Source: an optimization exercise on an open RTL-to-GDS flow (aim: small area, a short achievable clock period and few clock cycles per item). Production flows keep margins and buffers that such runs may drop.
Only simulation tests tie the RTL to the original design; equivalence was not proved.
Power figures rest on the tool's default switching activity, not on a simulated workload.

## old
Design multi_module_liveness_watchdog_core, start of the top module:
module multi_module_liveness_watchdog_core
(
    input  logic        clk,
    input  logic        rst_n,
    input  logic        item_valid,
    output logic        item_stall,
    input  logic        command,
    input  logic [1:0]  module_req,
    input  logic [31:0] now_ms,
    output logic        result_valid,
    input  logic        result_stall,
    output logic        reboot,
    output logic [1:0]  reboot_module,
    output logic [2:0]  error_mask,
    output logic [1:0]  remembered_failure,
    input  logic        cfg_valid,
    output logic        cfg_ready,
    input  logic [1:0]  cfg_index,
    input  logic [31:0] cfg_data
);
Size: ~85 I/O pins, roughly 0.022 mm^2 of cells after synthesis.
export LEC_CHECK = 0
export ABC_AREA = 1
export CAP_MARGIN = 20
export CORE_MARGIN = 2
export CORE_UTILIZATION = 40
export CTS_CLUSTER_DIAMETER = 60
export CTS_CLUSTER_SIZE = 30
export SETUP_SLACK_MARGIN = 4.5
export SLEW_MARGIN = 20
export TNS_END_PERCENT = 100
create_clock -name core_clock -period 7.0 [get_ports {clk}]
run.sh (not shown) runs the stock make flow with config.mk's settings and CLKGATE_MAP_FILE= SYNTH_SCRIPT=/design/flow/synth_recipe.tcl, a recipe that flattens the netlist after the stock synthesis.
Testbench counts of old, summed over its fixed seeds: cycles 12,035, items 12,000.
### old -> new
--- a/flow/design.v
+++ b/flow/design.v
@@ -265,17 +265,17 @@
         end
         else
         begin
             cmd2_reg  <= icmd_reg;
             mr2_reg   <= imr_reg;
             now2n_reg <= inown_reg;
-            p0_reg    <= p0;
-            p1_reg    <= p1;
-            p2_reg    <= p2;
-            pc_reg    <= pc;
-        end
+        end
+        p0_reg <= p0;
+        p1_reg <= p1;
+        p2_reg <= p2;
+        pc_reg <= pc;
         if (shift)
         begin
             q0_reg <= qv_reg[1] ? q1_dec : res_n;
             q1_reg <= qv_reg[2] ? q2_reg : resc_n;
             q2_reg <= qv_reg[3] ? q3_reg : resc_n;
             q3_reg <= resc_n;
[summary]
new drops fewer vias than old.
Total nets after synthesis for new is lower than for old.
Total cell area at the placement stage in new is about 2.5% below old.
Between new and old, the difference in maximum single-stage delay on the critical path is negligible.
Of new and old, it is new that has the lower met1 routed wirelength after detailed routing.
Setup total negative slack: new vs old — no meaningful difference
Combinational power, new and old, higher one = old.
Testbench counts of new, summed over its fixed seeds: cycles 12,035, items 12,000.

---

The RTL this note starts from:
==> flow/design.v <==
package lwd_pkg;
    localparam int TIME_W = 32;
    localparam logic [TIME_W-1:0] TMO0_RST     = 32'd6000;
    localparam logic [TIME_W-1:0] TMO1_RST     = 32'd6000;
    localparam logic [TIME_W-1:0] TMO2_RST     = 32'd10000;
    localparam logic [TIME_W-1:0] COOLDOWN_RST = 32'd900000;
endpackage
module lwd_late_a
(
    input  logic [31:0] now_n,    
    input  logic [31:0] t,
    input  logic [31:0] lim,
    output logic [6:0]  part      
);
    function automatic logic [1:0] gp16(input logic [15:0] g, input logic [15:0] p);
        logic [15:0] gg;
        logic [15:0] pp;
        gg = g;
        pp = p;
        for (int w = 8; w >= 1; w = w / 2)
        begin
            for (int i = 0; i < w; i++)
            begin
                gg[i] = gg[2*i+1] | (pp[2*i+1] & gg[2*i]);
                pp[i] = pp[2*i+1] & pp[2*i];
            end
        end
        gp16 = {gg[0], pp[0]};
    endfunction
    logic [31:0] s;
    logic [31:0] c;
    logic [31:0] b;
    logic [31:0] kg, kp, wg, wp;
    logic [1:0]  k0, k1, w0, w1;
    assign s  = lim ^ t ^ now_n;
    assign c  = (lim & t) | (lim & now_n) | (t & now_n);
    assign b  = {c[30:0], 1'b1};
    assign kg = s & b;                    
    assign kp = s | b;
    assign wg = t & now_n;                
    assign wp = t | now_n;
    assign k0 = gp16(kg[15:0], kp[15:0]);
    assign k1 = gp16(kg[31:16], kp[31:16]);
    assign w0 = gp16(wg[15:0], wp[15:0]);
    assign w1 = gp16(wg[31:16], wp[31:16]);
    assign part = {c[31], k1, k0[1], w1, w0[1]};
endmodule
module lwd_late_b
(
    input  logic [6:0] part,
    output logic       late
);
    logic k;
    logic wrap;
    assign k    = part[5] | (part[4] & part[3]);
    assign wrap = part[2] | (part[1] & part[0]);
    assign late = wrap ? !(part[6] & k) : !(part[6] | k);
endmodule
import lwd_pkg::*;
module multi_module_liveness_watchdog_core
(
    input  logic        clk,
    input  logic        rst_n,
    input  logic        item_valid,
    output logic        item_stall,
    input  logic        command,
    input  logic [1:0]  module_req,
    input  logic [31:0] now_ms,
    output logic        result_valid,
    input  logic        result_stall,
    output logic        reboot,
    output logic [1:0]  reboot_module,
    output logic [2:0]  error_mask,
    output logic [1:0]  remembered_failure,
    input  logic        cfg_valid,
    output logic        cfg_ready,
    input  logic [1:0]  cfg_index,
    input  logic [31:0] cfg_data
);
    logic [31:0] tmo0_reg, tmo1_reg, tmo2_reg, cdn_reg;
    logic [31:0] kick0_reg, kick1_reg, kick2_reg;
    logic [31:0] start_reg;
    logic        deg_reg;         
    logic [1:0]  fail_reg;
    logic        iv_reg;
    logic        icmd_reg;
    logic [1:0]  imr_reg;
    logic [31:0] inown_reg;       
    logic        v2_reg;
    logic        pk_reg;
    logic        cmd2_reg;
    logic [1:0]  mr2_reg;
    logic [31:0] now2n_reg;       
    logic [6:0]  p0_reg, p1_reg, p2_reg, pc_reg;
    logic [3:0]  qv_reg;
    logic [7:0]  q0_reg;
    logic [3:0]  q1_reg, q2_reg, q3_reg;
    logic        stall_reg;
    logic        accept;
    logic        commit;
    logic        repl;
    logic        adv;
    logic        cap_keep;
    logic [6:0]  p0, p1, p2, pc;
    logic [2:0]  late2_reg;
    logic        cool2_reg;
    logic [2:0]  rbv;
    logic        dc;
    logic        late_f;
    logic        fvalid;
    logic        rb;
    logic [1:0]  rbmod;
    logic        deg_n;
    logic [1:0]  fail_n;
    logic        deg_eff;
    logic [2:0]  mask_n;
    logic [7:0]  res_n;
    logic [3:0]  resc_n;
    logic [7:0]  q1_dec;
    logic        kw0, kw1, kw2, rbw;
    logic        iv_n, v2_n, pk_n;
    logic        shift;
    logic [3:0]  qv_n;
    logic        full_n;
    assign cfg_ready  = 1'b1;
    assign item_stall = stall_reg;
    assign accept     = item_valid && !stall_reg;
    lwd_late_a u_a0 (.now_n(inown_reg), .t(kick0_reg), .lim(tmo0_reg), .part(p0));
    lwd_late_a u_a1 (.now_n(inown_reg), .t(kick1_reg), .lim(tmo1_reg), .part(p1));
    lwd_late_a u_a2 (.now_n(inown_reg), .t(kick2_reg), .lim(tmo2_reg), .part(p2));
    lwd_late_a u_ac (.now_n(inown_reg), .t(start_reg), .lim(cdn_reg),  .part(pc));
    lwd_late_b u_b0 (.part(p0_reg), .late(late2_reg[0]));
    lwd_late_b u_b1 (.part(p1_reg), .late(late2_reg[1]));
    lwd_late_b u_b2 (.part(p2_reg), .late(late2_reg[2]));
    lwd_late_b u_bc (.part(pc_reg), .late(cool2_reg));
    assign dc     = deg_reg && cool2_reg;
    assign rbv[0] = late2_reg[0] && (fail_reg != 2'd0 || dc);
    assign rbv[1] = late2_reg[1] && (fail_reg != 2'd1 || dc);
    assign rbv[2] = late2_reg[2] && (fail_reg != 2'd2 || dc);
    assign fvalid = (fail_reg != 2'd3);
    assign late_f = late2_reg[fail_reg];
    always_comb
    begin
        rb    = cmd2_reg && (rbv != 3'b000);
        rbmod = !cmd2_reg ? 2'd0 : rbv[0] ? 2'd0 : rbv[1] ? 2'd1 : rbv[2] ? 2'd2 : 2'd0;
        if (!cmd2_reg)
        begin
            fail_n = fail_reg;
            deg_n  = deg_reg;
        end
        else if (rbv != 3'b000)
        begin
            fail_n = rbmod;
            deg_n  = 1'b0;
        end
        else
        begin
            fail_n = (fvalid && !late_f) ? 2'd3 : fail_reg;
            deg_n  = fvalid && late_f;
        end
        mask_n = deg_n ? ((fail_n == 2'd0) ? 3'b001 : (fail_n == 2'd1) ? 3'b010 : 3'b100) : 3'b000;
        res_n  = {rb, rbmod, mask_n, fail_n};
        resc_n = {rb, deg_n, fail_n};
    end
    assign q1_dec = {q1_reg[3], q1_reg[3] ? q1_reg[1:0] : 2'd0,
                     !q1_reg[2] ? 3'b000 : (q1_reg[1:0] == 2'd0) ? 3'b001 : (q1_reg[1:0] == 2'd1) ? 3'b010 : 3'b100,
                     q1_reg[1:0]};
    assign commit   = v2_reg;
    assign repl     = commit && rb && iv_reg && icmd_reg;
    assign adv      = iv_reg && !repl;
    assign cap_keep = iv_reg && !adv;
    assign deg_eff  = commit ? deg_n : deg_reg;
    assign iv_n = pk_reg || cap_keep || (accept && !repl);
    assign v2_n = adv;
    assign pk_n = repl && accept;
    assign shift = qv_reg[0] && !result_stall;
    assign qv_n  = shift ? ({1'b0, qv_reg[3:1]} | ({4{commit}} & qv_reg & ~{1'b0, qv_reg[3:1]}))
                         : (qv_reg | ({4{commit}} & ~qv_reg & {qv_reg[2:0], 1'b1}));
    assign full_n = qv_n[3] || (qv_n[2] && (iv_reg || pk_reg || accept))
                  || (qv_n[1] && iv_reg && (pk_reg || accept));
    assign rbw = commit && rb;
    assign kw0 = iv_reg && !icmd_reg && imr_reg == 2'd0;
    assign kw1 = iv_reg && !icmd_reg && imr_reg == 2'd1;
    assign kw2 = iv_reg && !icmd_reg && imr_reg == 2'd2;
    always_ff @(posedge clk or negedge rst_n)
    begin
        if (!rst_n)
        begin
            tmo0_reg  <= TMO0_RST;
            tmo1_reg  <= TMO1_RST;
            tmo2_reg  <= TMO2_RST;
            cdn_reg   <= COOLDOWN_RST;
            kick0_reg <= '0;
            kick1_reg <= '0;
            kick2_reg <= '0;
            deg_reg   <= 1'b0;
            fail_reg  <= 2'd3;
            iv_reg    <= 1'b0;
            v2_reg    <= 1'b0;
            pk_reg    <= 1'b0;
            qv_reg    <= 4'b0000;
            stall_reg <= 1'b0;
        end
        else
        begin
            if (cfg_valid)
            begin
                case (cfg_index)
                    2'd0: tmo0_reg <= cfg_data;
                    2'd1: tmo1_reg <= cfg_data;
                    2'd2: tmo2_reg <= cfg_data;
                    default: cdn_reg <= cfg_data;
                endcase
            end
            if (kw0)
                kick0_reg <= ~inown_reg;
            else if (rbw)
                kick0_reg <= ~now2n_reg;
            if (kw1)
                kick1_reg <= ~inown_reg;
            else if (rbw)
                kick1_reg <= ~now2n_reg;
            if (kw2)
                kick2_reg <= ~inown_reg;
            else if (rbw)
                kick2_reg <= ~now2n_reg;
            if (commit)
            begin
                deg_reg  <= deg_n;
                fail_reg <= fail_n;
            end
            iv_reg    <= iv_n;
            v2_reg    <= v2_n;
            pk_reg    <= pk_n;
            qv_reg    <= qv_n;
            stall_reg <= pk_n || full_n;
        end
    end
    always_ff @(posedge clk)
    begin
        if (adv && !deg_eff)
        begin
            start_reg <= ~inown_reg;
        end
        if (!cap_keep)
        begin
            if (pk_reg)
            begin
                icmd_reg <= cmd2_reg;
                imr_reg  <= mr2_reg;
                inown_reg <= now2n_reg;
            end
            else
            begin
                icmd_reg <= command;
                imr_reg  <= module_req;
                inown_reg <= ~now_ms;
            end
        end
        if (repl)
        begin
            cmd2_reg <= command;
            mr2_reg  <= module_req;
            now2n_reg <= ~now_ms;
        end
        else
        begin
            cmd2_reg  <= icmd_reg;
            mr2_reg   <= imr_reg;
            now2n_reg <= inown_reg;
        end
        p0_reg <= p0;
        p1_reg <= p1;
        p2_reg <= p2;
        pc_reg <= pc;
        if (shift)
        begin
            q0_reg <= qv_reg[1] ? q1_dec : res_n;
            q1_reg <= qv_reg[2] ? q2_reg : resc_n;
            q2_reg <= qv_reg[3] ? q3_reg : resc_n;
            q3_reg <= resc_n;
        end
        else
        begin
            if (!qv_reg[0]) q0_reg <= res_n;
            if (!qv_reg[1]) q1_reg <= resc_n;
            if (!qv_reg[2]) q2_reg <= resc_n;
            if (!qv_reg[3]) q3_reg <= resc_n;
        end
    end
    assign result_valid       = qv_reg[0];
    assign {reboot, reboot_module, error_mask, remembered_failure} = q0_reg;
endmodule
clock: 7.0 ns
lec_check: 0
abc_area: 1
cap_margin: 20
core_margin: 2
core_utilization: 40
cts_cluster_diameter: 60
cts_cluster_size: 30
setup_slack_margin: 4.5
slew_margin: 20
tns_end_percent: 100
standard.sh (not shown) runs the stock make flow with config.mk's settings and CLKGATE_MAP_FILE= SYNTH_SCRIPT=/design/flow/synth_recipe.tcl, a recipe that flattens the netlist after the stock synthesis.
==> flow/flow/run.sh <==
#!/bin/bash
# The standard layout (the standard.sh), with clock tree synthesis options
# of our own: no dummy loads for balancing, larger sink clusters.
export CTS_ARGS="-sink_clustering_enable -repair_clock_nets -sink_clustering_size 40 -sink_clustering_max_diameter 80 -dont_use_dummy_load"
bash standard.sh > standard.log 2>&1
The first run passed the timing, design-rule and antenna checks.
Testbench counts at the start, summed over its fixed seeds: cycles 12,035, items 12,000.
Change:
--- a/flow/design.v
+++ b/flow/design.v
@@ -267,13 +267,13 @@
         begin
             cmd2_reg  <= icmd_reg;
             mr2_reg   <= imr_reg;
             now2n_reg <= inown_reg;
-        end
-        p0_reg <= p0;
-        p1_reg <= p1;
-        p2_reg <= p2;
-        pc_reg <= pc;
+            p0_reg    <= p0;
+            p1_reg    <= p1;
+            p2_reg    <= p2;
+            pc_reg    <= pc;
+        end
         if (shift)
         begin
             q0_reg <= qv_reg[1] ? q1_dec : res_n;
             q1_reg <= qv_reg[2] ? q2_reg : resc_n;
After rerunning: The changed run ran to the end with no violations. Clock-buffer cell count is lower by 1. Setup slack gains 0.0098 ns. Hold slack stays flat. Via count rose by 2.4%. Total power is higher by 2.5%. Critical path depth does not change. Combinational power goes up by 5.1%. Routed wire length went up by 0.91%.
Testbench counts after the change, summed over its fixed seeds: cycles 12,035, items 12,000.

## static timing again, ports no longer ideal
In the flow no input, the clock included, has a driving cell. The finished layouts below were timed again as built, in two steps.
Step 1 assumes that a clkbuf_16 drives the clock port and a buf_2 every other input.
Step 2 adds t to the input delays and takes it off the output delays; t is the mean of the earliest and latest rising clock arrival at the registers after step 1. Input paths then give back, and output paths get back, about the clock's delay inside the block.
a / b / c = no drivers / after step 1 / after step 2; a / b = the first two.
run | shift t [ns] | setup slack, ns | clock arrival spread, ns | cell pins on the clock port's net
old | 0.617 | 4.518 / 4.459 / 4.079 | 0.032 / 0.032 | 1
new | 0.631 | 4.496 / 4.437 / 4.062 | 0.030 / 0.030 | 1
the first run of note 2 | 0.637 | 4.466 / 4.407 / 4.017 | 0.038 / 0.038 | 1
the second run of note 2 | 0.621 | 4.476 / 4.422 / 3.992 | 0.059 / 0.059 | 1
After both steps every run listed still meets setup and hold. For the second run of note 2, which loses most, drivers alone change the setup slack by -0.054 ns; drivers and shift together by -0.484 ns.
